What follows belongs to an exercise in optimizing a design on an open flow for small area, a short achievable clock period and few clock cycles; a production flow would make more cautious choices. Function was checked by simulation only, so behaviour that the tests miss may differ from the original. Power and IR drop assume default switching activity.

[design/flow/run.sh]
#!/bin/bash
# synth_recipe.tcl (not shown) runs the flow's synth.tcl, then flattens the netlist and writes it again
# the make line also repeats each setting of config.mk as NAME=value (left out here)
make -C /OpenROAD-flow-scripts/flow DESIGN_CONFIG=/design/flow/config.mk WORK_HOME=/design/flow/orfs CLKGATE_MAP_FILE= SYNTH_SCRIPT=/design/flow/synth_recipe.tcl finish
[design/flow/config.mk]
export PLATFORM = sky130hd
export DESIGN_NAME = vnlp_engine
export DESIGN_NICKNAME = vnlp_engine
export VERILOG_FILES = /design/flow/design.v
export SDC_FILE = /design/flow/constraint.sdc
export NUM_CORES = 4
export LEC_CHECK = 0
export CAP_MARGIN = 20
export CORE_MARGIN = 2
export CORE_UTILIZATION = 40
export SETUP_SLACK_MARGIN = 5
export SLEW_MARGIN = 20
export SYNTH_HIERARCHICAL = 1
[design/flow/constraint.sdc]
create_clock -name core_clock -period 10.0 [get_ports {clk}]
set_input_delay 2.0000 -clock core_clock [delete_from_list [all_inputs] [get_ports {clk}]]
set_output_delay 2.0000 -clock core_clock [all_outputs]
set_load 0.01 [all_outputs]
[design/flow/design.v]
package vnlp_pkg;
   localparam logic MODE_L2SQ = 1'b0;
   localparam logic MODE_L1   = 1'b1;
endpackage
module vnlp_fa (
   input  logic a,
   input  logic b,
   input  logic c,
   output logic s,
   output logic co
);
   assign s  = a ^ b ^ c;
   assign co = (a & b) | (a & c) | (b & c);
endmodule
module vnlp_ha (
   input  logic a,
   input  logic b,
   output logic s,
   output logic co
);
   assign s  = a ^ b;
   assign co = a & b;
endmodule
module vnlp_mac (
   input  logic [23:0] u_i,
   input  logic        m2_i,
   input  logic        ml_i,
   input  logic [46:0] acc_i,
   input  logic [4:0]  cy_i,
   output logic [46:0] sum_o,
   output logic [4:0]  cy_o,
   output logic        ovf_o
);
   logic [23:0] u2;
   logic [46:0] ra, rb;
   logic t0;
   logic t1;
   logic t2;
   logic t3;
   logic t4;
   logic t5;
   logic t6;
   logic t7;
   logic t8;
   logic t9;
   logic t10;
   logic t11;
   logic t12;
   logic t13;
   logic t14;
   logic t15;
   logic t16;
   logic t17;
   logic t18;
   logic t19;
   logic t20;
   logic t21;
   logic t22;
   logic t23;
   logic t24;
   logic t25;
   logic t26;
   logic t27;
   logic t28;
   logic t29;
   logic t30;
   logic t31;
   logic t32;
   logic t33;
   logic t34;
   logic t35;
   logic t36;
   logic t37;
   logic t38;
   logic t39;
   logic t40;
   logic t41;
   logic t42;
   logic t43;
   logic t44;
   logic t45;
   logic t46;
   logic t47;
   logic t48;
   logic t49;
   logic t50;
   logic t51;
   logic t52;
   logic t53;
   logic t54;
   logic t55;
   logic t56;
   logic t57;
   logic t58;
   logic t59;
   logic t60;
   logic t61;
   logic t62;
   logic t63;
   logic t64;
   logic t65;
   logic t66;
   logic t67;
   logic t68;
   logic t69;
   logic t70;
   logic t71;
   logic t72;
   logic t73;
   logic t74;
   logic t75;
   logic t76;
   logic t77;
   logic t78;
   logic t79;
   logic t80;
   logic t81;
   logic t82;
   logic t83;
   logic t84;
   logic t85;
   logic t86;
   logic t87;
   logic t88;
   logic t89;
   logic t90;
   logic t91;
   logic t92;
   logic t93;
   logic t94;
   logic t95;
   logic t96;
   logic t97;
   logic t98;
   logic t99;
   logic t100;
   logic t101;
   logic t102;
   logic t103;
   logic t104;
   logic t105;
   logic t106;
   logic t107;
   logic t108;
   logic t109;
   logic t110;
   logic t111;
   logic t112;
   logic t113;
   logic t114;
   logic t115;
   logic t116;
   logic t117;
   logic t118;
   logic t119;
   logic t120;
   logic t121;
   logic t122;
   logic t123;
   logic t124;
   logic t125;
   logic t126;
   logic t127;
   logic t128;
   logic t129;
   logic t130;
   logic t131;
   logic t132;
   logic t133;
   logic t134;
   logic t135;
   logic t136;
   logic t137;
   logic t138;
   logic t139;
   logic t140;
   logic t141;
   logic t142;
   logic t143;
   logic t144;
   logic t145;
   logic t146;
   logic t147;
   logic t148;
   logic t149;
   logic t150;
   logic t151;
   logic t152;
   logic t153;
   logic t154;
   logic t155;
   logic t156;
   logic t157;
   logic t158;
   logic t159;
   logic t160;
   logic t161;
   logic t162;
   logic t163;
   logic t164;
   logic t165;
   logic t166;
   logic t167;
   logic t168;
   logic t169;
   logic t170;
   logic t171;
   logic t172;
   logic t173;
   logic t174;
   logic t175;
   logic t176;
   logic t177;
   logic t178;
   logic t179;
   logic t180;
   logic t181;
   logic t182;
   logic t183;
   logic t184;
   logic t185;
   logic t186;
   logic t187;
   logic t188;
   logic t189;
   logic t190;
   logic t191;
   logic t192;
   logic t193;
   logic t194;
   logic t195;
   logic t196;
   logic t197;
   logic t198;
   logic t199;
   logic t200;
   logic t201;
   logic t202;
   logic t203;
   logic t204;
   logic t205;
   logic t206;
   logic t207;
   logic t208;
   logic t209;
   logic t210;
   logic t211;
   logic t212;
   logic t213;
   logic t214;
   logic t215;
   logic t216;
   logic t217;
   logic t218;
   logic t219;
   logic t220;
   logic t221;
   logic t222;
   logic t223;
   logic t224;
   logic t225;
   logic t226;
   logic t227;
   logic t228;
   logic t229;
   logic t230;
   logic t231;
   logic t232;
   logic t233;
   logic t234;
   logic t235;
   logic t236;
   logic t237;
   logic t238;
   logic t239;
   logic t240;
   logic t241;
   logic t242;
   logic t243;
   logic t244;
   logic t245;
   logic t246;
   logic t247;
   logic t248;
   logic t249;
   logic t250;
   logic t251;
   logic t252;
   logic t253;
   logic t254;
   logic t255;
   logic t256;
   logic t257;
   logic t258;
   logic t259;
   logic t260;
   logic t261;
   logic t262;
   logic t263;
   logic t264;
   logic t265;
   logic t266;
   logic t267;
   logic t268;
   logic t269;
   logic t270;
   logic t271;
   logic t272;
   logic t273;
   logic t274;
   logic t275;
   logic t276;
   logic t277;
   logic t278;
   logic t279;
   logic t280;
   logic t281;
   logic t282;
   logic t283;
   logic t284;
   logic t285;
   logic t286;
   logic t287;
   logic t288;
   logic t289;
   logic t290;
   logic t291;
   logic t292;
   logic t293;
   logic t294;
   logic t295;
   logic t296;
   logic t297;
   logic t298;
   logic t299;
   logic t300;
   logic t301;
   logic t302;
   logic t303;
   logic t304;
   logic t305;
   logic t306;
   logic t307;
   logic t308;
   logic t309;
   logic t310;
   logic t311;
   logic t312;
   logic t313;
   logic t314;
   logic t315;
   logic t316;
   logic t317;
   logic t318;
   logic t319;
   logic t320;
   logic t321;
   logic t322;
   logic t323;
   logic t324;
   logic t325;
   logic t326;
   logic t327;
   logic t328;
   logic t329;
   logic t330;
   logic t331;
   logic t332;
   logic t333;
   logic t334;
   logic t335;
   logic t336;
   logic t337;
   logic t338;
   logic t339;
   logic t340;
   logic t341;
   logic t342;
   logic t343;
   logic t344;
   logic t345;
   logic t346;
   logic t347;
   logic t348;
   logic t349;
   logic t350;
   logic t351;
   logic t352;
   logic t353;
   logic t354;
   logic t355;
   logic t356;
   logic t357;
   logic t358;
   logic t359;
   logic t360;
   logic t361;
   logic t362;
   logic t363;
   logic t364;
   logic t365;
   logic t366;
   logic t367;
   logic t368;
   logic t369;
   logic t370;
   logic t371;
   logic t372;
   logic t373;
   logic t374;
   logic t375;
   logic t376;
   logic t377;
   logic t378;
   logic t379;
   logic t380;
   logic t381;
   logic t382;
   logic t383;
   logic t384;
   logic t385;
   logic t386;
   logic t387;
   logic t388;
   logic t389;
   logic t390;
   logic t391;
   logic t392;
   logic t393;
   logic t394;
   logic t395;
   logic t396;
   logic t397;
   logic t398;
   logic t399;
   logic t400;
   logic t401;
   logic t402;
   logic t403;
   logic t404;
   logic t405;
   logic t406;
   logic t407;
   logic t408;
   logic t409;
   logic t410;
   logic t411;
   logic t412;
   logic t413;
   logic t414;
   logic t415;
   logic t416;
   logic t417;
   logic t418;
   logic t419;
   logic t420;
   logic t421;
   logic t422;
   logic t423;
   logic t424;
   logic t425;
   logic t426;
   logic t427;
   logic t428;
   logic t429;
   logic t430;
   logic t431;
   logic t432;
   logic t433;
   logic t434;
   logic t435;
   logic t436;
   logic t437;
   logic t438;
   logic t439;
   logic t440;
   logic t441;
   logic t442;
   logic t443;
   logic t444;
   logic t445;
   logic t446;
   logic t447;
   logic t448;
   logic t449;
   logic t450;
   logic t451;
   logic t452;
   logic t453;
   logic t454;
   logic t455;
   logic t456;
   logic t457;
   logic t458;
   logic t459;
   logic t460;
   logic t461;
   logic t462;
   logic t463;
   logic t464;
   logic t465;
   logic t466;
   logic t467;
   logic t468;
   logic t469;
   logic t470;
   logic t471;
   logic t472;
   logic t473;
   logic t474;
   logic t475;
   logic t476;
   logic t477;
   logic t478;
   logic t479;
   logic t480;
   logic t481;
   logic t482;
   logic t483;
   logic t484;
   logic t485;
   logic t486;
   logic t487;
   logic t488;
   logic t489;
   logic t490;
   logic t491;
   logic t492;
   logic t493;
   logic t494;
   logic t495;
   logic t496;
   logic t497;
   logic t498;
   logic t499;
   logic t500;
   logic t501;
   logic t502;
   logic t503;
   logic t504;
   logic t505;
   assign u2 = u_i & {24{m2_i}};
   vnlp_ha u_ha0 (.a(acc_i[16]), .b((u2[1] & u2[14])), .s(t0), .co(t1));
   vnlp_ha u_ha1 (.a(acc_i[17]), .b((u2[1] & u2[15])), .s(t2), .co(t3));
   vnlp_fa u_fa0 (.a(acc_i[18]), .b((u2[1] & u2[16])), .c((u2[2] & u2[15])), .s(t4), .co(t5));
   vnlp_ha u_ha2 (.a((u2[3] & u2[14])), .b((u2[4] & u2[13])), .s(t6), .co(t7));
   vnlp_fa u_fa1 (.a(acc_i[19]), .b((u2[1] & u2[17])), .c((u2[2] & u2[16])), .s(t8), .co(t9));
   vnlp_ha u_ha3 (.a((u2[3] & u2[15])), .b((u2[4] & u2[14])), .s(t10), .co(t11));
   vnlp_fa u_fa2 (.a(acc_i[20]), .b((u2[1] & u2[18])), .c((u2[2] & u2[17])), .s(t12), .co(t13));
   vnlp_fa u_fa3 (.a((u2[3] & u2[16])), .b((u2[4] & u2[15])), .c((u2[5] & u2[14])), .s(t14), .co(t15));
   vnlp_ha u_ha4 (.a((u2[6] & u2[13])), .b((u2[7] & u2[12])), .s(t16), .co(t17));
   vnlp_fa u_fa4 (.a(acc_i[21]), .b((u2[1] & u2[19])), .c((u2[2] & u2[18])), .s(t18), .co(t19));
   vnlp_fa u_fa5 (.a((u2[3] & u2[17])), .b((u2[4] & u2[16])), .c((u2[5] & u2[15])), .s(t20), .co(t21));
   vnlp_ha u_ha5 (.a((u2[6] & u2[14])), .b((u2[7] & u2[13])), .s(t22), .co(t23));
   vnlp_fa u_fa6 (.a(acc_i[22]), .b((u2[10] & u2[11])), .c((u2[1] & u2[20])), .s(t24), .co(t25));
   vnlp_fa u_fa7 (.a((u2[2] & u2[19])), .b((u2[3] & u2[18])), .c((u2[4] & u2[17])), .s(t26), .co(t27));
   vnlp_fa u_fa8 (.a((u2[5] & u2[16])), .b((u2[6] & u2[15])), .c((u2[7] & u2[14])), .s(t28), .co(t29));
   vnlp_ha u_ha6 (.a((u2[8] & u2[13])), .b((u2[9] & u2[12])), .s(t30), .co(t31));
   vnlp_fa u_fa9 (.a(acc_i[23]), .b((u2[10] & u2[12])), .c((u2[1] & u2[21])), .s(t32), .co(t33));
   vnlp_fa u_fa10 (.a((u2[2] & u2[20])), .b((u2[3] & u2[19])), .c((u2[4] & u2[18])), .s(t34), .co(t35));
   vnlp_fa u_fa11 (.a((u2[5] & u2[17])), .b((u2[6] & u2[16])), .c((u2[7] & u2[15])), .s(t36), .co(t37));
   vnlp_ha u_ha7 (.a((u2[8] & u2[14])), .b((u2[9] & u2[13])), .s(t38), .co(t39));
   vnlp_fa u_fa12 (.a(acc_i[24]), .b((u2[10] & u2[13])), .c((u2[11] & u2[12])), .s(t40), .co(t41));
   vnlp_fa u_fa13 (.a((u2[1] & u2[22])), .b((u2[2] & u2[21])), .c((u2[3] & u2[20])), .s(t42), .co(t43));
   vnlp_fa u_fa14 (.a((u2[4] & u2[19])), .b((u2[5] & u2[18])), .c((u2[6] & u2[17])), .s(t44), .co(t45));
   vnlp_fa u_fa15 (.a((u2[7] & u2[16])), .b((u2[8] & u2[15])), .c((u2[9] & u2[14])), .s(t46), .co(t47));
   vnlp_fa u_fa16 (.a(acc_i[25]), .b((u2[10] & u2[14])), .c((u2[11] & u2[13])), .s(t48), .co(t49));
   vnlp_fa u_fa17 (.a((u2[2] & u2[22])), .b((u2[3] & u2[21])), .c((u2[4] & u2[20])), .s(t50), .co(t51));
   vnlp_fa u_fa18 (.a((u2[5] & u2[19])), .b((u2[6] & u2[18])), .c((u2[7] & u2[17])), .s(t52), .co(t53));
   vnlp_fa u_fa19 (.a(acc_i[26]), .b((u2[10] & u2[15])), .c((u2[11] & u2[14])), .s(t54), .co(t55));
   vnlp_fa u_fa20 (.a((u2[12] & u2[13])), .b((u2[3] & u2[22])), .c((u2[4] & u2[21])), .s(t56), .co(t57));
   vnlp_fa u_fa21 (.a((u2[5] & u2[20])), .b((u2[6] & u2[19])), .c((u2[7] & u2[18])), .s(t58), .co(t59));
   vnlp_fa u_fa22 (.a(acc_i[27]), .b((u2[10] & u2[16])), .c((u2[11] & u2[15])), .s(t60), .co(t61));
   vnlp_fa u_fa23 (.a((u2[12] & u2[14])), .b((u2[4] & u2[22])), .c((u2[5] & u2[21])), .s(t62), .co(t63));
   vnlp_fa u_fa24 (.a(acc_i[28]), .b((u2[10] & u2[17])), .c((u2[11] & u2[16])), .s(t64), .co(t65));
   vnlp_fa u_fa25 (.a((u2[12] & u2[15])), .b((u2[13] & u2[14])), .c((u2[5] & u2[22])), .s(t66), .co(t67));
   vnlp_fa u_fa26 (.a(acc_i[29]), .b((u2[10] & u2[18])), .c((u2[11] & u2[17])), .s(t68), .co(t69));
   vnlp_fa u_fa27 (.a(acc_i[30]), .b((u2[10] & u2[19])), .c((u2[11] & u2[18])), .s(t70), .co(t71));
   vnlp_ha u_ha8 (.a(acc_i[10]), .b((u2[1] & u2[8])), .s(t72), .co(t73));
   vnlp_ha u_ha9 (.a(acc_i[11]), .b((u2[1] & u2[9])), .s(t74), .co(t75));
   vnlp_fa u_fa28 (.a(acc_i[12]), .b((u2[1] & u2[10])), .c((u2[2] & u2[9])), .s(t76), .co(t77));
   vnlp_ha u_ha10 (.a((u2[3] & u2[8])), .b((u2[4] & u2[7])), .s(t78), .co(t79));
   vnlp_fa u_fa29 (.a(acc_i[13]), .b((u2[1] & u2[11])), .c((u2[2] & u2[10])), .s(t80), .co(t81));
   vnlp_ha u_ha11 (.a((u2[3] & u2[9])), .b((u2[4] & u2[8])), .s(t82), .co(t83));
   vnlp_fa u_fa30 (.a(acc_i[14]), .b((u2[1] & u2[12])), .c((u2[2] & u2[11])), .s(t84), .co(t85));
   vnlp_fa u_fa31 (.a((u2[3] & u2[10])), .b((u2[4] & u2[9])), .c((u2[5] & u2[8])), .s(t86), .co(t87));
   vnlp_ha u_ha12 (.a((u2[6] & u2[7])), .b(u2[7]), .s(t88), .co(t89));
   vnlp_fa u_fa32 (.a(acc_i[15]), .b((u2[1] & u2[13])), .c((u2[2] & u2[12])), .s(t90), .co(t91));
   vnlp_fa u_fa33 (.a((u2[3] & u2[11])), .b((u2[4] & u2[10])), .c((u2[5] & u2[9])), .s(t92), .co(t93));
   vnlp_ha u_ha13 (.a((u2[6] & u2[8])), .b(((u2[0] & u2[14]) | (u_i[15] & ml_i))), .s(t94), .co(t95));
   vnlp_fa u_fa34 (.a((u2[2] & u2[13])), .b((u2[3] & u2[12])), .c((u2[4] & u2[11])), .s(t96), .co(t97));
   vnlp_fa u_fa35 (.a((u2[5] & u2[10])), .b((u2[6] & u2[9])), .c((u2[7] & u2[8])), .s(t98), .co(t99));
   vnlp_fa u_fa36 (.a(u2[8]), .b(((u2[0] & u2[15]) | (u_i[16] & ml_i))), .c(t0), .s(t100), .co(t101));
   vnlp_fa u_fa37 (.a((u2[2] & u2[14])), .b((u2[3] & u2[13])), .c((u2[4] & u2[12])), .s(t102), .co(t103));
   vnlp_fa u_fa38 (.a((u2[5] & u2[11])), .b((u2[6] & u2[10])), .c((u2[7] & u2[9])), .s(t104), .co(t105));
   vnlp_fa u_fa39 (.a(((u2[0] & u2[16]) | (u_i[17] & ml_i))), .b(t1), .c(t2), .s(t106), .co(t107));
   vnlp_fa u_fa40 (.a((u2[5] & u2[12])), .b((u2[6] & u2[11])), .c((u2[7] & u2[10])), .s(t108), .co(t109));
   vnlp_fa u_fa41 (.a((u2[8] & u2[9])), .b(u2[9]), .c(((u2[0] & u2[17]) | (u_i[18] & ml_i))), .s(t110), .co(t111));
   vnlp_fa u_fa42 (.a(t3), .b(t6), .c(t4), .s(t112), .co(t113));
   vnlp_fa u_fa43 (.a((u2[5] & u2[13])), .b((u2[6] & u2[12])), .c((u2[7] & u2[11])), .s(t114), .co(t115));
   vnlp_fa u_fa44 (.a((u2[8] & u2[10])), .b(((u2[0] & u2[18]) | (u_i[19] & ml_i))), .c(t7), .s(t116), .co(t117));
   vnlp_fa u_fa45 (.a(t10), .b(t5), .c(t8), .s(t118), .co(t119));
   vnlp_fa u_fa46 (.a((u2[8] & u2[11])), .b((u2[9] & u2[10])), .c(u2[10]), .s(t120), .co(t121));
   vnlp_fa u_fa47 (.a(((u2[0] & u2[19]) | (u_i[20] & ml_i))), .b(t11), .c(t16), .s(t122), .co(t123));
   vnlp_fa u_fa48 (.a(t9), .b(t12), .c(t14), .s(t124), .co(t125));
   vnlp_fa u_fa49 (.a((u2[8] & u2[12])), .b((u2[9] & u2[11])), .c(((u2[0] & u2[20]) | (u_i[21] & ml_i))), .s(t126), .co(t127));
   vnlp_fa u_fa50 (.a(t17), .b(t22), .c(t13), .s(t128), .co(t129));
   vnlp_fa u_fa51 (.a(t15), .b(t18), .c(t20), .s(t130), .co(t131));
   vnlp_fa u_fa52 (.a(u2[11]), .b(((u2[0] & u2[21]) | (u_i[22] & ml_i))), .c(t23), .s(t132), .co(t133));
   vnlp_fa u_fa53 (.a(t30), .b(t19), .c(t21), .s(t134), .co(t135));
   vnlp_fa u_fa54 (.a(t24), .b(t26), .c(t28), .s(t136), .co(t137));
   vnlp_fa u_fa55 (.a(((u2[0] & u2[22]) | (u_i[23] & ml_i))), .b(t31), .c(t38), .s(t138), .co(t139));
   vnlp_fa u_fa56 (.a(t25), .b(t27), .c(t29), .s(t140), .co(t141));
   vnlp_fa u_fa57 (.a(t32), .b(t34), .c(t36), .s(t142), .co(t143));
   vnlp_fa u_fa58 (.a(u2[12]), .b(t39), .c(t33), .s(t144), .co(t145));
   vnlp_fa u_fa59 (.a(t35), .b(t37), .c(t40), .s(t146), .co(t147));
   vnlp_fa u_fa60 (.a(t42), .b(t44), .c(t46), .s(t148), .co(t149));
   vnlp_fa u_fa61 (.a((u2[8] & u2[16])), .b((u2[9] & u2[15])), .c(t41), .s(t150), .co(t151));
   vnlp_fa u_fa62 (.a(t43), .b(t45), .c(t47), .s(t152), .co(t153));
   vnlp_fa u_fa63 (.a(t48), .b(t50), .c(t52), .s(t154), .co(t155));
   vnlp_fa u_fa64 (.a((u2[8] & u2[17])), .b((u2[9] & u2[16])), .c(u2[13]), .s(t156), .co(t157));
   vnlp_fa u_fa65 (.a(t49), .b(t51), .c(t53), .s(t158), .co(t159));
   vnlp_fa u_fa66 (.a(t54), .b(t56), .c(t58), .s(t160), .co(t161));
   vnlp_fa u_fa67 (.a((u2[6] & u2[20])), .b((u2[7] & u2[19])), .c((u2[8] & u2[18])), .s(t162), .co(t163));
   vnlp_fa u_fa68 (.a((u2[9] & u2[17])), .b(t55), .c(t57), .s(t164), .co(t165));
   vnlp_fa u_fa69 (.a(t59), .b(t60), .c(t62), .s(t166), .co(t167));
   vnlp_fa u_fa70 (.a((u2[6] & u2[21])), .b((u2[7] & u2[20])), .c((u2[8] & u2[19])), .s(t168), .co(t169));
   vnlp_fa u_fa71 (.a((u2[9] & u2[18])), .b(u2[14]), .c(t61), .s(t170), .co(t171));
   vnlp_fa u_fa72 (.a(t63), .b(t64), .c(t66), .s(t172), .co(t173));
   vnlp_fa u_fa73 (.a((u2[12] & u2[16])), .b((u2[13] & u2[15])), .c((u2[6] & u2[22])), .s(t174), .co(t175));
   vnlp_fa u_fa74 (.a((u2[7] & u2[21])), .b((u2[8] & u2[20])), .c((u2[9] & u2[19])), .s(t176), .co(t177));
   vnlp_fa u_fa75 (.a(t65), .b(t67), .c(t68), .s(t178), .co(t179));
   vnlp_fa u_fa76 (.a((u2[12] & u2[17])), .b((u2[13] & u2[16])), .c((u2[14] & u2[15])), .s(t180), .co(t181));
   vnlp_fa u_fa77 (.a((u2[7] & u2[22])), .b((u2[8] & u2[21])), .c((u2[9] & u2[20])), .s(t182), .co(t183));
   vnlp_fa u_fa78 (.a(u2[15]), .b(t69), .c(t70), .s(t184), .co(t185));
   vnlp_fa u_fa79 (.a(acc_i[31]), .b((u2[10] & u2[20])), .c((u2[11] & u2[19])), .s(t186), .co(t187));
   vnlp_fa u_fa80 (.a((u2[12] & u2[18])), .b((u2[13] & u2[17])), .c((u2[14] & u2[16])), .s(t188), .co(t189));
   vnlp_fa u_fa81 (.a((u2[8] & u2[22])), .b((u2[9] & u2[21])), .c(t71), .s(t190), .co(t191));
   vnlp_fa u_fa82 (.a(acc_i[32]), .b((u2[10] & u2[21])), .c((u2[11] & u2[20])), .s(t192), .co(t193));
   vnlp_fa u_fa83 (.a((u2[12] & u2[19])), .b((u2[13] & u2[18])), .c((u2[14] & u2[17])), .s(t194), .co(t195));
   vnlp_fa u_fa84 (.a((u2[15] & u2[16])), .b((u2[9] & u2[22])), .c(u2[16]), .s(t196), .co(t197));
   vnlp_fa u_fa85 (.a(acc_i[33]), .b((u2[10] & u2[22])), .c((u2[11] & u2[21])), .s(t198), .co(t199));
   vnlp_fa u_fa86 (.a((u2[12] & u2[20])), .b((u2[13] & u2[19])), .c((u2[14] & u2[18])), .s(t200), .co(t201));
   vnlp_fa u_fa87 (.a(acc_i[34]), .b((u2[11] & u2[22])), .c((u2[12] & u2[21])), .s(t202), .co(t203));
   vnlp_fa u_fa88 (.a((u2[13] & u2[20])), .b((u2[14] & u2[19])), .c((u2[15] & u2[18])), .s(t204), .co(t205));
   vnlp_fa u_fa89 (.a(acc_i[35]), .b((u2[12] & u2[22])), .c((u2[13] & u2[21])), .s(t206), .co(t207));
   vnlp_fa u_fa90 (.a(acc_i[36]), .b((u2[13] & u2[22])), .c((u2[14] & u2[21])), .s(t208), .co(t209));
   vnlp_ha u_ha14 (.a(acc_i[6]), .b((u2[1] & u2[4])), .s(t210), .co(t211));
   vnlp_ha u_ha15 (.a(acc_i[7]), .b((u2[1] & u2[5])), .s(t212), .co(t213));
   vnlp_fa u_fa91 (.a(acc_i[8]), .b((u2[1] & u2[6])), .c((u2[2] & u2[5])), .s(t214), .co(t215));
   vnlp_ha u_ha16 (.a((u2[3] & u2[4])), .b(u2[4]), .s(t216), .co(t217));
   vnlp_fa u_fa92 (.a(acc_i[9]), .b((u2[1] & u2[7])), .c((u2[2] & u2[6])), .s(t218), .co(t219));
   vnlp_ha u_ha17 (.a((u2[3] & u2[5])), .b(((u2[0] & u2[8]) | (u_i[9] & ml_i))), .s(t220), .co(t221));
   vnlp_fa u_fa93 (.a((u2[2] & u2[7])), .b((u2[3] & u2[6])), .c((u2[4] & u2[5])), .s(t222), .co(t223));
   vnlp_fa u_fa94 (.a(u2[5]), .b(((u2[0] & u2[9]) | (u_i[10] & ml_i))), .c(t72), .s(t224), .co(t225));
   vnlp_fa u_fa95 (.a((u2[2] & u2[8])), .b((u2[3] & u2[7])), .c((u2[4] & u2[6])), .s(t226), .co(t227));
   vnlp_fa u_fa96 (.a(((u2[0] & u2[10]) | (u_i[11] & ml_i))), .b(t73), .c(t74), .s(t228), .co(t229));
   vnlp_fa u_fa97 (.a((u2[5] & u2[6])), .b(u2[6]), .c(((u2[0] & u2[11]) | (u_i[12] & ml_i))), .s(t230), .co(t231));
   vnlp_fa u_fa98 (.a(t75), .b(t78), .c(t76), .s(t232), .co(t233));
   vnlp_fa u_fa99 (.a((u2[5] & u2[7])), .b(((u2[0] & u2[12]) | (u_i[13] & ml_i))), .c(t79), .s(t234), .co(t235));
   vnlp_fa u_fa100 (.a(t82), .b(t77), .c(t80), .s(t236), .co(t237));
   vnlp_fa u_fa101 (.a(((u2[0] & u2[13]) | (u_i[14] & ml_i))), .b(t83), .c(t88), .s(t238), .co(t239));
   vnlp_fa u_fa102 (.a(t81), .b(t84), .c(t86), .s(t240), .co(t241));
   vnlp_fa u_fa103 (.a(t89), .b(t85), .c(t87), .s(t242), .co(t243));
   vnlp_fa u_fa104 (.a(t94), .b(t90), .c(t92), .s(t244), .co(t245));
   vnlp_fa u_fa105 (.a(t91), .b(t93), .c(t95), .s(t246), .co(t247));
   vnlp_fa u_fa106 (.a(t96), .b(t98), .c(t100), .s(t248), .co(t249));
   vnlp_fa u_fa107 (.a(t97), .b(t99), .c(t102), .s(t250), .co(t251));
   vnlp_fa u_fa108 (.a(t104), .b(t101), .c(t106), .s(t252), .co(t253));
   vnlp_fa u_fa109 (.a(t103), .b(t105), .c(t108), .s(t254), .co(t255));
   vnlp_fa u_fa110 (.a(t110), .b(t107), .c(t112), .s(t256), .co(t257));
   vnlp_fa u_fa111 (.a(t109), .b(t111), .c(t114), .s(t258), .co(t259));
   vnlp_fa u_fa112 (.a(t116), .b(t113), .c(t118), .s(t260), .co(t261));
   vnlp_fa u_fa113 (.a(t115), .b(t120), .c(t117), .s(t262), .co(t263));
   vnlp_fa u_fa114 (.a(t122), .b(t119), .c(t124), .s(t264), .co(t265));
   vnlp_fa u_fa115 (.a(t121), .b(t126), .c(t123), .s(t266), .co(t267));
   vnlp_fa u_fa116 (.a(t128), .b(t125), .c(t130), .s(t268), .co(t269));
   vnlp_fa u_fa117 (.a(t127), .b(t129), .c(t132), .s(t270), .co(t271));
   vnlp_fa u_fa118 (.a(t134), .b(t131), .c(t136), .s(t272), .co(t273));
   vnlp_fa u_fa119 (.a(t133), .b(t135), .c(t138), .s(t274), .co(t275));
   vnlp_fa u_fa120 (.a(t140), .b(t137), .c(t142), .s(t276), .co(t277));
   vnlp_fa u_fa121 (.a(t139), .b(t141), .c(t144), .s(t278), .co(t279));
   vnlp_fa u_fa122 (.a(t143), .b(t146), .c(t148), .s(t280), .co(t281));
   vnlp_fa u_fa123 (.a(t145), .b(t150), .c(t152), .s(t282), .co(t283));
   vnlp_fa u_fa124 (.a(t147), .b(t149), .c(t154), .s(t284), .co(t285));
   vnlp_fa u_fa125 (.a(t156), .b(t151), .c(t153), .s(t286), .co(t287));
   vnlp_fa u_fa126 (.a(t158), .b(t155), .c(t160), .s(t288), .co(t289));
   vnlp_fa u_fa127 (.a(t157), .b(t162), .c(t159), .s(t290), .co(t291));
   vnlp_fa u_fa128 (.a(t164), .b(t161), .c(t166), .s(t292), .co(t293));
   vnlp_fa u_fa129 (.a(t163), .b(t168), .c(t165), .s(t294), .co(t295));
   vnlp_fa u_fa130 (.a(t170), .b(t167), .c(t172), .s(t296), .co(t297));
   vnlp_fa u_fa131 (.a(t169), .b(t174), .c(t176), .s(t298), .co(t299));
   vnlp_fa u_fa132 (.a(t171), .b(t173), .c(t178), .s(t300), .co(t301));
   vnlp_fa u_fa133 (.a(t175), .b(t177), .c(t180), .s(t302), .co(t303));
   vnlp_fa u_fa134 (.a(t182), .b(t179), .c(t184), .s(t304), .co(t305));
   vnlp_fa u_fa135 (.a(t181), .b(t183), .c(t186), .s(t306), .co(t307));
   vnlp_fa u_fa136 (.a(t188), .b(t190), .c(t185), .s(t308), .co(t309));
   vnlp_fa u_fa137 (.a(t187), .b(t189), .c(t192), .s(t310), .co(t311));
   vnlp_fa u_fa138 (.a(t194), .b(t196), .c(t191), .s(t312), .co(t313));
   vnlp_fa u_fa139 (.a((u2[15] & u2[17])), .b(t193), .c(t195), .s(t314), .co(t315));
   vnlp_fa u_fa140 (.a(t197), .b(t198), .c(t200), .s(t316), .co(t317));
   vnlp_fa u_fa141 (.a((u2[16] & u2[17])), .b(u2[17]), .c(t199), .s(t318), .co(t319));
   vnlp_fa u_fa142 (.a(t201), .b(t202), .c(t204), .s(t320), .co(t321));
   vnlp_fa u_fa143 (.a((u2[14] & u2[20])), .b((u2[15] & u2[19])), .c((u2[16] & u2[18])), .s(t322), .co(t323));
   vnlp_fa u_fa144 (.a(t203), .b(t205), .c(t206), .s(t324), .co(t325));
   vnlp_fa u_fa145 (.a((u2[15] & u2[20])), .b((u2[16] & u2[19])), .c((u2[17] & u2[18])), .s(t326), .co(t327));
   vnlp_fa u_fa146 (.a(u2[18]), .b(t207), .c(t208), .s(t328), .co(t329));
   vnlp_fa u_fa147 (.a(acc_i[37]), .b((u2[14] & u2[22])), .c((u2[15] & u2[21])), .s(t330), .co(t331));
   vnlp_fa u_fa148 (.a((u2[16] & u2[20])), .b((u2[17] & u2[19])), .c(t209), .s(t332), .co(t333));
   vnlp_fa u_fa149 (.a(acc_i[38]), .b((u2[15] & u2[22])), .c((u2[16] & u2[21])), .s(t334), .co(t335));
   vnlp_fa u_fa150 (.a((u2[17] & u2[20])), .b((u2[18] & u2[19])), .c(u2[19]), .s(t336), .co(t337));
   vnlp_fa u_fa151 (.a(acc_i[39]), .b((u2[16] & u2[22])), .c((u2[17] & u2[21])), .s(t338), .co(t339));
   vnlp_fa u_fa152 (.a(acc_i[40]), .b((u2[17] & u2[22])), .c((u2[18] & u2[21])), .s(t340), .co(t341));
   vnlp_ha u_ha18 (.a(acc_i[4]), .b((u2[1] & u2[2])), .s(t342), .co(t343));
   vnlp_ha u_ha19 (.a(acc_i[5]), .b((u2[1] & u2[3])), .s(t344), .co(t345));
   vnlp_fa u_fa153 (.a((u2[2] & u2[3])), .b(u2[3]), .c(((u2[0] & u2[5]) | (u_i[6] & ml_i))), .s(t346), .co(t347));
   vnlp_fa u_fa154 (.a((u2[2] & u2[4])), .b(((u2[0] & u2[6]) | (u_i[7] & ml_i))), .c(t211), .s(t348), .co(t349));
   vnlp_fa u_fa155 (.a(((u2[0] & u2[7]) | (u_i[8] & ml_i))), .b(t213), .c(t216), .s(t350), .co(t351));
   vnlp_fa u_fa156 (.a(t217), .b(t215), .c(t220), .s(t352), .co(t353));
   vnlp_fa u_fa157 (.a(t219), .b(t221), .c(t222), .s(t354), .co(t355));
   vnlp_fa u_fa158 (.a(t223), .b(t226), .c(t225), .s(t356), .co(t357));
   vnlp_fa u_fa159 (.a(t227), .b(t230), .c(t229), .s(t358), .co(t359));
   vnlp_fa u_fa160 (.a(t231), .b(t234), .c(t233), .s(t360), .co(t361));
   vnlp_fa u_fa161 (.a(t235), .b(t238), .c(t237), .s(t362), .co(t363));
   vnlp_fa u_fa162 (.a(t239), .b(t242), .c(t241), .s(t364), .co(t365));
   vnlp_fa u_fa163 (.a(t243), .b(t246), .c(t245), .s(t366), .co(t367));
   vnlp_fa u_fa164 (.a(t247), .b(t250), .c(t249), .s(t368), .co(t369));
   vnlp_fa u_fa165 (.a(t251), .b(t254), .c(t253), .s(t370), .co(t371));
   vnlp_fa u_fa166 (.a(t255), .b(t258), .c(t257), .s(t372), .co(t373));
   vnlp_fa u_fa167 (.a(t259), .b(t262), .c(t261), .s(t374), .co(t375));
   vnlp_fa u_fa168 (.a(t263), .b(t266), .c(t265), .s(t376), .co(t377));
   vnlp_fa u_fa169 (.a(t267), .b(t270), .c(t269), .s(t378), .co(t379));
   vnlp_fa u_fa170 (.a(t271), .b(t274), .c(t273), .s(t380), .co(t381));
   vnlp_fa u_fa171 (.a(t275), .b(t277), .c(t278), .s(t382), .co(t383));
   vnlp_fa u_fa172 (.a(t279), .b(t281), .c(t282), .s(t384), .co(t385));
   vnlp_fa u_fa173 (.a(t283), .b(t286), .c(t285), .s(t386), .co(t387));
   vnlp_fa u_fa174 (.a(t287), .b(t290), .c(t289), .s(t388), .co(t389));
   vnlp_fa u_fa175 (.a(t291), .b(t294), .c(t293), .s(t390), .co(t391));
   vnlp_fa u_fa176 (.a(t298), .b(t295), .c(t297), .s(t392), .co(t393));
   vnlp_fa u_fa177 (.a(t299), .b(t302), .c(t301), .s(t394), .co(t395));
   vnlp_fa u_fa178 (.a(t303), .b(t306), .c(t305), .s(t396), .co(t397));
   vnlp_fa u_fa179 (.a(t307), .b(t310), .c(t312), .s(t398), .co(t399));
   vnlp_fa u_fa180 (.a(t314), .b(t311), .c(t316), .s(t400), .co(t401));
   vnlp_fa u_fa181 (.a(t315), .b(t318), .c(t317), .s(t402), .co(t403));
   vnlp_fa u_fa182 (.a(t322), .b(t319), .c(t321), .s(t404), .co(t405));
   vnlp_fa u_fa183 (.a(t323), .b(t326), .c(t325), .s(t406), .co(t407));
   vnlp_fa u_fa184 (.a(t327), .b(t330), .c(t332), .s(t408), .co(t409));
   vnlp_fa u_fa185 (.a(t331), .b(t334), .c(t336), .s(t410), .co(t411));
   vnlp_fa u_fa186 (.a((u2[18] & u2[20])), .b(t335), .c(t337), .s(t412), .co(t413));
   vnlp_fa u_fa187 (.a((u2[19] & u2[20])), .b(u2[20]), .c(t339), .s(t414), .co(t415));
   vnlp_fa u_fa188 (.a(acc_i[41]), .b((u2[18] & u2[22])), .c((u2[19] & u2[21])), .s(t416), .co(t417));
   vnlp_fa u_fa189 (.a(acc_i[42]), .b((u2[19] & u2[22])), .c((u2[20] & u2[21])), .s(t418), .co(t419));
   vnlp_ha u_ha20 (.a(acc_i[2]), .b(u2[1]), .s(t420), .co(t421));
   vnlp_ha u_ha21 (.a(acc_i[3]), .b(((u2[0] & u2[2]) | (u_i[3] & ml_i))), .s(t422), .co(t423));
   vnlp_fa u_fa190 (.a(u2[2]), .b(((u2[0] & u2[3]) | (u_i[4] & ml_i))), .c(t342), .s(t424), .co(t425));
   vnlp_fa u_fa191 (.a(((u2[0] & u2[4]) | (u_i[5] & ml_i))), .b(t343), .c(t344), .s(t426), .co(t427));
   vnlp_fa u_fa192 (.a(t345), .b(t210), .c(t346), .s(t428), .co(t429));
   vnlp_fa u_fa193 (.a(t212), .b(t347), .c(t348), .s(t430), .co(t431));
   vnlp_fa u_fa194 (.a(t214), .b(t349), .c(t350), .s(t432), .co(t433));
   vnlp_fa u_fa195 (.a(t218), .b(t351), .c(t352), .s(t434), .co(t435));
   vnlp_fa u_fa196 (.a(t224), .b(t353), .c(t354), .s(t436), .co(t437));
   vnlp_fa u_fa197 (.a(t228), .b(t355), .c(t356), .s(t438), .co(t439));
   vnlp_fa u_fa198 (.a(t232), .b(t357), .c(t358), .s(t440), .co(t441));
   vnlp_fa u_fa199 (.a(t236), .b(t359), .c(t360), .s(t442), .co(t443));
   vnlp_fa u_fa200 (.a(t240), .b(t361), .c(t362), .s(t444), .co(t445));
   vnlp_fa u_fa201 (.a(t244), .b(t363), .c(t364), .s(t446), .co(t447));
   vnlp_fa u_fa202 (.a(t365), .b(t248), .c(t366), .s(t448), .co(t449));
   vnlp_fa u_fa203 (.a(t367), .b(t252), .c(t368), .s(t450), .co(t451));
   vnlp_fa u_fa204 (.a(t256), .b(t369), .c(t370), .s(t452), .co(t453));
   vnlp_fa u_fa205 (.a(t260), .b(t371), .c(t372), .s(t454), .co(t455));
   vnlp_fa u_fa206 (.a(t264), .b(t373), .c(t374), .s(t456), .co(t457));
   vnlp_fa u_fa207 (.a(t268), .b(t375), .c(t376), .s(t458), .co(t459));
   vnlp_fa u_fa208 (.a(t272), .b(t377), .c(t378), .s(t460), .co(t461));
   vnlp_fa u_fa209 (.a(t276), .b(t379), .c(t380), .s(t462), .co(t463));
   vnlp_fa u_fa210 (.a(t280), .b(t381), .c(t382), .s(t464), .co(t465));
   vnlp_fa u_fa211 (.a(t284), .b(t383), .c(t384), .s(t466), .co(t467));
   vnlp_fa u_fa212 (.a(t288), .b(t385), .c(t386), .s(t468), .co(t469));
   vnlp_fa u_fa213 (.a(t292), .b(t387), .c(t388), .s(t470), .co(t471));
   vnlp_fa u_fa214 (.a(t296), .b(t389), .c(t390), .s(t472), .co(t473));
   vnlp_fa u_fa215 (.a(t300), .b(t391), .c(t392), .s(t474), .co(t475));
   vnlp_fa u_fa216 (.a(t304), .b(t393), .c(t394), .s(t476), .co(t477));
   vnlp_fa u_fa217 (.a(t308), .b(t395), .c(t396), .s(t478), .co(t479));
   vnlp_fa u_fa218 (.a(t309), .b(t397), .c(t398), .s(t480), .co(t481));
   vnlp_fa u_fa219 (.a(t313), .b(t400), .c(t399), .s(t482), .co(t483));
   vnlp_fa u_fa220 (.a(t320), .b(t401), .c(t402), .s(t484), .co(t485));
   vnlp_fa u_fa221 (.a(t324), .b(t403), .c(t404), .s(t486), .co(t487));
   vnlp_fa u_fa222 (.a(t328), .b(t405), .c(t406), .s(t488), .co(t489));
   vnlp_fa u_fa223 (.a(t329), .b(t407), .c(t408), .s(t490), .co(t491));
   vnlp_fa u_fa224 (.a(t333), .b(t410), .c(t409), .s(t492), .co(t493));
   vnlp_fa u_fa225 (.a(t338), .b(t412), .c(t411), .s(t494), .co(t495));
   vnlp_fa u_fa226 (.a(t340), .b(t413), .c(t414), .s(t496), .co(t497));
   vnlp_fa u_fa227 (.a(t341), .b(t416), .c(t415), .s(t498), .co(t499));
   vnlp_fa u_fa228 (.a(u2[21]), .b(t417), .c(t418), .s(t500), .co(t501));
   vnlp_fa u_fa229 (.a(acc_i[43]), .b((u2[20] & u2[22])), .c(t419), .s(t502), .co(t503));
   vnlp_fa u_fa230 (.a(acc_i[44]), .b((u2[21] & u2[22])), .c(u2[22]), .s(t504), .co(t505));
   assign ra = {acc_i[46], acc_i[45], t504, t502, t500, t497, t495, t494, t492, t489, t487, t485, t484, t481, t479, t477, t475, t473, t471, t469, t467, t465, t463, t461, t459, t457, t455, t453, t451, t449, t447, t445, t443, t441, t439, t437, t435, t433, t431, t429, t427, t425, t423, t421, ((u2[0] & u2[1]) | (u_i[2] & ml_i)), acc_i[1], acc_i[0]};
   assign rb = {u2[23], t505, t503, t501, t499, t498, t496, t493, t491, t490, t488, t486, t483, t482, t480, t478, t476, t474, t472, t470, t468, t466, t464, t462, t460, t458, t456, t454, t452, t450, t448, t446, t444, t442, t440, t438, t436, t434, t432, t430, t428, t426, t424, t422, t420, (u_i[1] & ml_i), (u2[0] | (u_i[0] & ml_i))};
   logic [8:0] blk0;
   assign blk0 = {1'b0, ra[7:0]} + {1'b0, rb[7:0]};
   assign sum_o[7:0] = blk0[7:0];
   logic [8:0] blk1;
   assign blk1 = {1'b0, ra[15:8]} + {1'b0, rb[15:8]} + {8'd0, cy_i[0]};
   assign sum_o[15:8] = blk1[7:0];
   logic [8:0] blk2;
   assign blk2 = {1'b0, ra[23:16]} + {1'b0, rb[23:16]} + {8'd0, cy_i[1]};
   assign sum_o[23:16] = blk2[7:0];
   logic [8:0] blk3;
   assign blk3 = {1'b0, ra[31:24]} + {1'b0, rb[31:24]} + {8'd0, cy_i[2]};
   assign sum_o[31:24] = blk3[7:0];
   logic [8:0] blk4;
   assign blk4 = {1'b0, ra[39:32]} + {1'b0, rb[39:32]} + {8'd0, cy_i[3]};
   assign sum_o[39:32] = blk4[7:0];
   logic [7:0] blk5;
   assign blk5 = {1'b0, ra[46:40]} + {1'b0, rb[46:40]} + {7'd0, cy_i[4]};
   assign sum_o[46:40] = blk5[6:0];
   assign cy_o = {blk4[8], blk3[8], blk2[8], blk1[8], blk0[8]};
   assign ovf_o = blk5[7];
endmodule
module vnlp_engine #(
   parameter int DW      = 24,
   parameter int AW      = 9,
   parameter int LW      = 7,
   parameter int ACCW    = 2*DW-1,
   parameter int LEN_MAX = 2**LW-1,
   parameter int NCY     = 5
) (
   input  logic                 clk,
   input  logic                 rst_n,
   input  logic                 START,
   input  logic [AW-1:0]        HEAD,
   input  logic                 NORM_MODE,
   output logic                 DONE,
   output logic [ACCW-1:0]      NORM2,
   output logic [LW-1:0]        LEN,
   output logic                 ERR,
   output logic                 SAT,
   output logic [AW-1:0]        rd_addr1,
   output logic [AW-1:0]        rd_addr2,
   input  logic [DW-1:0]        rd_data1,
   input  logic [DW-1:0]        rd_data2
);
   logic            busy_q;      
   logic            v1_q;        
   logic            v2_q;        
   logic            fin_q;       
   logic [NCY-1:0]  cy_q;        
   logic [AW-1:0]   head_q;
   logic            mode_q;
   logic [LW-1:0]   len_q;
   logic            err_q;
   logic [AW-1:0]   p_q;         
   logic [DW-1:0]   u_q;         
   logic            m2_q, ml_q;
   logic [ACCW-1:0] acc_q;
   logic            sat_q;
   logic            satd_q;      
   logic            start_ok, hit, last;
   logic [AW-1:0]   link;
   logic [DW-1:0]   mag;
   logic [ACCW-1:0] sum;
   logic [NCY-1:0]  cy;
   logic            ovf;
   assign link     = rd_data1[AW-1:0];
   assign start_ok = START & ~busy_q & ~v1_q & ~v2_q;
   assign hit      = (link == head_q);
   assign last     = hit | (len_q == LW'(LEN_MAX-1));
   assign mag      = rd_data2[DW-1] ? -rd_data2 : rd_data2;
   assign rd_addr1 = busy_q ? link : HEAD;
   assign rd_addr2 = p_q;
   always_ff @(posedge clk or negedge rst_n) begin
      if (!rst_n) begin
         busy_q <= 1'b0;
         v1_q   <= 1'b0;
         v2_q   <= 1'b0;
         fin_q  <= 1'b0;
         cy_q   <= '0;
      end else begin
         if (start_ok)    busy_q <= 1'b1;
         else if (last)   busy_q <= 1'b0;
         v1_q <= busy_q;
         v2_q <= v1_q;
         if (start_ok)              fin_q <= 1'b0;
         else if (v2_q && !v1_q)    fin_q <= 1'b1;
         cy_q <= cy & {NCY{~start_ok}};
      end
   end
   always_ff @(posedge clk) begin
      p_q <= rd_addr1 + 1'b1;
      if (start_ok) begin
         head_q <= HEAD;
         mode_q <= NORM_MODE;
         len_q  <= '0;
      end else if (busy_q) begin
         len_q  <= len_q + 1'b1;
         err_q  <= ~hit;
      end
      u_q  <= mag;
      m2_q <= v1_q & (mode_q == vnlp_pkg::MODE_L2SQ);
      ml_q <= v1_q & (mode_q == vnlp_pkg::MODE_L1);
      acc_q <= (sum | {ACCW{sat_q}}) & {ACCW{~start_ok}};
      sat_q <= (sat_q | ovf) & ~start_ok;
      satd_q <= sat_q & ~start_ok;
   end
   vnlp_mac u_mac (
      .u_i   (u_q),
      .m2_i  (m2_q),
      .ml_i  (ml_q),
      .acc_i (acc_q),
      .cy_i  (cy_q),
      .sum_o (sum),
      .cy_o  (cy),
      .ovf_o (ovf)
   );
   assign DONE  = fin_q & (sat_q ? satd_q : (cy_q == '0));
   assign NORM2 = acc_q;
   assign LEN   = len_q;
   assign ERR   = err_q;
   assign SAT   = sat_q;
endmodule
==> results of run 1 <==
-- critical path: cells and delay by family, from the launching register on --
kind	cells	cell delay (ns)
adder cells (fa/ha/maj)	7	3.15
AND/OR/NAND/NOR	3	0.61
AO/OA/AOI/OAI	4	0.56
flip-flops	1	0.37
buffers and inverters	1	0.16
-- repair_timing --
item,4_1_cts,5_1_grt
setup endpoints to repair,33,15
gates cloned,1,5
pin swaps,1,17
gates resized for setup,48,86
setup buffers,8,14
-- final cells by class --
type	count	area (um^2)
clock buffer	9	225
clock inverter	7	87.6
fill	2791	15800
inverter	19	71.3
multi-input combinational	958	9890
sequential	111	2430
tap	396	495
timing repair buffer	169	1870
-- placed cells by master, fill, tap and decap left out, types with 4 or more instances in the layout --
cell type	instances
nand3_1	5
o31ai_1	5
clkbuf_16	14
buf_4	24
a22o_1	21
clkdlybuf4s15_1	4
a21oi_1	30
xor2_1	27
a21o_1	13
nand2_1	20
and2_1	25
o21ai_0	20
nor2b_1	13
buf_8	5
o21bai_1	7
dfxtp_4	15
dfrtp_1	9
inv_1	18
edfxtp_1	11
ha_1	68
nand4_1	6
and3_1	227
nor4_1	4
buf_12	10
nor2_1	110
clkdlybuf4s50_1	107
dfxtp_1	75
o21a_1	8
nor3_1	8
xnor2_1	49
fa_2	13
and3_4	5
fa_1	229
-- power by group --
group	switching, uW	leakage (uW)	internal, uW
clock network	212	0.000149	183
registers	146	0.000959	574
logic	2520	0.00601	2430
-- modules after synthesis, one instance, submodules excluded --
module / flip-flops and latches / copies in the design / cells inside
vnlp_fa: 0 / 231 / 1
vnlp_ha: 0 / 22 / 1
vnlp_engine: 111 / 1 / 379
vnlp_mac: 0 / 1 / 549
-- flip-flops by register name, indices dropped and copies added, names as in the netlist, 5 cells and up --
signal  flops
len_q       7
acc_q      47
u_q        24
head_q      9
p_q         9
cy_q        5
-- path summary, 6_finish.rpt --
check / from / end / slack (ns) / depth (start not counted)
setup / recovery: u_q[3] / cy_q[3] / 5.00 / 15
hold / removal: mode_q / m2_q / 0.42 / 1
setup reg to reg: u_q[3] / cy_q[3] / 5.00 / 15
hold reg to reg: mode_q / m2_q / 0.42 / 1
max in group asynchronous: rst_n / busy_q / 7.39 / 1
min in group asynchronous: rst_n / cy_q[2] / 2.09 / 1
-- metal layers --
layer  up-vias  global-route usage (%)  wire length [um]
met5         -                       0                 0
met4         0                    5.20               778
met3        52                    4.81              2370
met2       316                    34.1             16300
met1      4681                    29.1             15600
li1       4180                       -                 -
-- logic make-up (layout without fill, tap and decap cells) --
family | count (synthesis) | in the layout
AOI/OAI and AO/OA | 121 | 121
and+or+nand+nor | 444 | 444
buffers and inverters | 112 | 204
adders and majority gates | 310 | 310
muxes | 7 | 7
DFF | 111 | 111
xor gates and xnor gates | 76 | 76
-- through the flow --
stage                     utilization [%]  worst slack (ns)  cell area [um^2]  instances  hold slack [ns]
final                                48.9              5.00             15100       1669            0.423
after global routing                 48.9              4.83             15100       1669            0.438
after CTS                            47.2              4.91             14600       1650            0.421
after detailed placement             45.6              3.75             14100       1625            0.407
after global placement               45.6              3.86             14100       1625            0.409
after floorplan                         -              5.01             12600       1181            0.388
==> notes.md, run 1 <==
Clock transition at path regs 0.09 ns; Die X 181 um; largest family of logic cells by synthesized area adder cells; top post-synthesis cells by area fa_1 38%, dfxtp_1 14%, and3_1 12%, ha_1 6.8%, xnor2_1 3.4%; # diodes 0; post-synthesis mux area share 0.606%; Yosys cell types 49; clk sinks 111; I/O pin cnt 136; Seq cells post-synth 111; hold_buf cts 0; vias per cell 5.53; fraction of the yosys area taken by sequential cells 18.9%; Die Y 181 um; first-pass GRT wire length 54.2 mm; final hold vios 0; CTS tree done; Clock Path Buffers 2; Peak VDD IR 322 uV; critical path class register to register; DR WL/cell 21.0 um; I/O Buffers 120; Critical Path Slowest Stage Cell fa_1; total CTS buffers 9; Final period util 50.0%; RSZ-0062 raised after global routing true; grt ovf 0; startpoint types register; # rows 64; Req. time, crit path 10.25 ns; Critical Path End Type register; layout cell share with drive strength beyond 1 10.4%; leading area contributor after synthesis fa_1; YS warnings 7; Root Buffer clkbuf_16; top cell type's share of synthesized area 38.5%; Die Area 0.0329 mm^2; syn avg cell area 10.7 um^2; count leader, synth fa_1; simple-gate portion of the synthesized area 19.8%; fmax 200 MHz; Syn Nets 1552; Async SR Flop Fraction 8.11%; synthesized cell area 0.0126 mm^2; CP max FO 15; Setup-failing EPs final 0; Pleak 0.00712 uW; Routed WL 35.0 mm; largest net degree at the start of global routing 67; detailed-route DRC error count 0; Compound-Gate Fraction of Synth Area 6.55%; status complete, no violations; worst-margin pin slew 0.994 ns; vias in the first global route 9720; MaxCap Viol Count 0; drt first pass iters 5; crit path time final 5.00 ns; worst-path cell chain buf_8 -> and3_1 -> fa_1 -> fa_1 -> fa_2 -> fa_1 -> fa_1 -> fa_2 -> fa_2 -> a21o_1 -> a21oi_4 -> o21ai_2 -> nor4_2 -> a21oi_1 -> nor2b_1; clock latency at the later pin of the worst-skew pair 0.38 ns; Synth Area in XOR/XNOR 5.29%; Area growth syn-to-layout 19.7%; arrival time at the worst endpoint 5.24 ns; fin. max-slew vios 0; Pwr Total 6060 uW; Hold Crit Class register to register; via count 9229; Synth Area in Adders 45.2%; Clock Skew 0.0126 ns; initial antenna violation count 0; top_reg_cell synth dfxtp_1; Critical Path Most Common Cell fa_1; CTS H-tree depth 3; post-DP HPWL 23.6 mm; Initial DRC Count 642; slew margin rel. 33.8%; EDFF count, synth 11; Sum Neg Setup Slack 0 ns; GPL Wtd Cong 0.816; Total GRT Usage 21.2%; commonest cells in the netlist 242 x fa_1, 232 x and3_1, 110 x nor2_1; Routed Antenna Nets 0; Final nets 1639; Core Area 0.0308 mm^2; slowest stage delay, CP 0.52 ns; Initial Util 40.8%; pwr dens 402 mW/mm^2; Post-Syn Instances 1181
Testbench counts, summed over its fixed seeds: cycles 26,505.
==> run 2, diff against run 1 <==
--- a/design/flow/config.mk
+++ b/design/flow/config.mk
@@ -10,3 +10,2 @@
 export CORE_UTILIZATION = 40
-export SETUP_SLACK_MARGIN = 5
 export SLEW_MARGIN = 20
==> notes.md, run 2 <==
Pwr Total 5670 uW (-6.4%); Final period util 60.0% (+10 points); combinational power share 80.5% (-1.1 points); Layout Cells excl Fill 1643 (-1.6%); Seq cells post-synth 111 (unchanged); critical path class register to register; Area growth syn-to-layout 14.2%; Die Area 0.0329 mm^2 (unchanged); count leader, synth fa_1; DR WL/cell 20.0 um (-4.9%); RSZ-0062 raised after global routing false; Largest register FFs 47 (unchanged); Routed Antenna Nets 0 (unchanged); CTS tree done; worst-path cell chain buf_4 -> and3_1 -> fa_1 -> fa_1 -> fa_1 -> fa_1 -> fa_1 -> fa_1 -> fa_1 -> a21o_1 -> a21oi_1 -> o21ai_0 -> nor4_1 -> a21oi_1 -> nor2b_1; commonest non-fill, non-tap cell in the layout fa_1; Critical Path Slowest Stage Cell dfxtp_4; Die Y 181 um (unchanged); first-pass GRT wire length 52.8 mm (-2.6%); Largest Register acc_q; Initial DRC Count 550 (-14%); FF-to-FF setup slack 4.00 ns (-1.00 ns); commonest cells in the netlist 242 x fa_1, 232 x and3_1, 110 x nor2_1; post-DP HPWL 23.6 mm (+0.16%); P_sw 2700 uW (-6.2%); YS warnings 7 (unchanged); Reg2Reg Depth 15 (unchanged); Req. time, crit path 10.23 ns (-0.02 ns); RR Endpoint cy_q[3]; Syn Nets 1552 (unchanged); GPL Wtd Cong 0.804 (-1.4%); detailed-route DRC error count 0 (unchanged); biggest regs acc_q (47), u_q (24); sw frac 47.5% (+0.095 points); post-CTS setup buffer count 0 (-8); vias per cell 5.48 (-0.98%); arrival time at the worst endpoint 6.24 ns (+1.00 ns); pwr dens 394 mW/mm^2 (-1.9%); Clock Path Buffers 2 (unchanged); clock power share 6.7% (+0.2 points); clock latency at the later pin of the worst-skew pair 0.37 ns (about the same); Hold Crit Class register to register; Critical Path Most Common Cell fa_1; Yosys cell types 49 (unchanged); final hold vios 0 (unchanged); top_reg_cell synth dfxtp_1; MaxCap Viol Count 0 (unchanged); Final nets 1613 (-1.6%); hold_buf cts 0 (unchanged); Hold Path End m2_q; vias in the first global route 9516 (-2.1%); CTS H-tree depth 3 (unchanged); slew margin rel. 26.7% (-7.1 points); # rows 64 (unchanged); layout cell share with drive strength beyond 1 4.49% (-5.9 points); # fillers 2870 (+2.8%); fmax 167 MHz (-17%); top post-synthesis cells by area fa_1 38%, dfxtp_1 14%, and3_1 12%, ha_1 6.8%, xnor2_1 3.4%; dpl cells 1627 (+0.12%); leading area contributor after synthesis fa_1; commonest cells after routing, fill and taps aside 242 x fa_1, 232 x and3_1, 120 x clkdlybuf4s50_1; Die X 181 um (unchanged); clk sinks 111 (unchanged); Peak VDD IR 275 uV (-15%); # diodes 0 (unchanged); worst-margin pin slew 1.10 ns (+0.105 ns); top cell type's share of synthesized area 38.5% (unchanged); Async SR Flop Fraction 8.11% (unchanged); Clock transition at path regs 0.09 ns (about the same); EDFF count, synth 11 (unchanged); crit path time final 6.00 ns (+1.00 ns); Initial Util 40.8% (unchanged); Core Area 0.0308 mm^2 (unchanged); CP max FO 89 (+74); status complete, no violations; Hold Crit Depth 1 (unchanged); syn avg cell area 10.7 um^2 (unchanged); startpoint types register; synthesized cell area 0.0126 mm^2 (unchanged); P_int 2970 uW (-6.6%); I/O Buffers 120 (unchanged); total CTS buffers 9 (unchanged); largest net degree at the start of global routing 94 (+40%); Post-Syn Instances 1181 (unchanged); initial antenna violation count 1 (+1); drt first pass iters 5 (unchanged); worst r2r src m2_q; fin. max-slew vios 0 (unchanged); grt ovf 0 (unchanged); slowest stage delay, CP 0.70 ns (+0.18 ns); via count 8996 (-2.5%); Root Buffer clkbuf_16; Pleak 0.00683 uW (-4.1%); Clock Skew 0.00918 ns (-0.00344 ns); Hold WS 0.434 ns (+0.0102 ns); Hold Crit Start mode_q; Sum Neg Setup Slack 0 ns (unchanged); Critical Path End Type register; post-cts sizing count 0 (-100%); share of power burned in registers 12.8% (+0.9 points); Routed WL 32.8 mm (-6.4%); I/O pin cnt 136 (unchanged); Total GRT Usage 20.6% (-0.64 points); fraction of the yosys area taken by sequential cells 18.9% (unchanged); Setup-failing EPs final 0 (unchanged)
## run 2: Yosys stat by module (local to each module, per instance)
module / area, um^2 / copies in the design
vnlp_fa: 20.0 / 231
vnlp_mac: 3740 / 1
vnlp_engine: 3950 / 1
vnlp_ha: 12.5 / 22
## run 2: final cells by class
class                           instances  area, um^2  share of cell area [%]
Multi-Input combinational cell        958        9750                    67.8
Sequential cell                       111        2380                    16.6
Timing Repair Buffer                  143        1370                    9.55
Tap cell                              396         495                    3.45
Clock buffer                            9         225                    1.57
Clock inverter                          7        82.6                   0.574
Inverter                               19        71.3                   0.496
## run 2: how the worst max path moves through the flow
| stage | to | slack [ns] | start |
|---|---|---|---|
| 2_1_floorplan | cy_q[3] | 4.87 | m2_q |
| 3_3_place_gp | cy_q[3] | 4.04 | m2_q |
| 3_5_place_dp | cy_q[3] | 3.99 | m2_q |
| 4_1_cts | cy_q[3] | 3.99 | m2_q |
| 5_1_grt | cy_q[3] | 3.65 | m2_q |
| 6_report | cy_q[3] | 4.00 | m2_q |
## run 2: cells by family (layout without fill, tap and decap cells)
kind of cell | Yosys count | in the layout | share of synthesized area, %
DFF | 111 | 111 | 18.9
muxes | 7 | 7 | 0.606
xor gates and xnor gates | 76 | 76 | 5.29
adders and majority gates | 310 | 310 | 45.2
AOI/OAI and AO/OA | 121 | 121 | 6.55
buffers and inverters | 112 | 178 | 3.67
and+or+nand+nor | 444 | 444 | 19.8
## run 2: per-layer routing
| layer | vias to the layer above | track usage [%] | share of wire, % |
|---|---|---|---|
| met5 | - | 0 | 0 |
| met4 | 0 | 4.68 | 1.5 |
| met3 | 27 | 3.95 | 6.1 |
| met2 | 264 | 33.4 | 47 |
| met1 | 4587 | 28.6 | 46 |
| li1 | 4118 | - | - |
## run 2: critical path: cells and delay by family (launching register included)
kind | cells | cell delay (ns)
flip-flops | 1 | 0.70
AND/OR/NAND/NOR | 3 | 0.62
buffers and inverters | 1 | 0.61
AO/OA/AOI/OAI | 4 | 0.70
adder cells (fa/ha/maj) | 7 | 3.21
## run 2: through the flow
stage | worst slack (ns) | utilization (%) | instance area [um^2]
floorplan | 4.87 | - | 12600
global placement | 4.04 | 45.6 | 14100
detailed placement | 3.99 | 45.6 | 14100
CTS | 3.99 | 46.6 | 14400
global route | 3.65 | 46.6 | 14400
finish | 4.00 | 46.6 | 14400
## run 2: power groups by stage
| stage | clock (uW) | combinational, uW | sequential (uW) |
|---|---|---|---|
| floorplan | 0 | 3540 | 703 |
| global placement | 0 | 4510 | 740 |
| detailed placement | 0 | 4550 | 738 |
| CTS | 396 | 4590 | 728 |
| global route | 415 | 5200 | 746 |
| finish | 382 | 4560 | 724 |

static timing again, ports no longer ideal:
No port has a modelled driver above. Below, the same layouts with a new extraction and two added sets of constraints.
Step 1 sets driving cells, clkbuf_16 on the clock port and buf_2 on the other inputs (assumed; they add their load-dependent delay and slew).
Step 2 also shifts input and output timing later by t, the mid clock arrival at the registers, as if the neighbouring blocks saw the same clock.
a / b / c = ideal / step 1 / step 2; a / b = the first two.
run | t (ns) | slack for setup (ns) | hold WS [ns] | latest minus earliest clock arrival (ns) | worst register clock-pin slew, ns
run 1 | 0.419 | 5.003 / 5.003 / 5.003 | 0.423 / 0.423 / 0.423 | 0.014 / 0.014 | 0.09 / 0.09
run 2 | 0.413 | 3.999 / 3.999 / 3.999 | 0.434 / 0.434 / 0.434 | 0.011 / 0.010 | 0.09 / 0.09
After both steps every run listed still meets setup and hold.
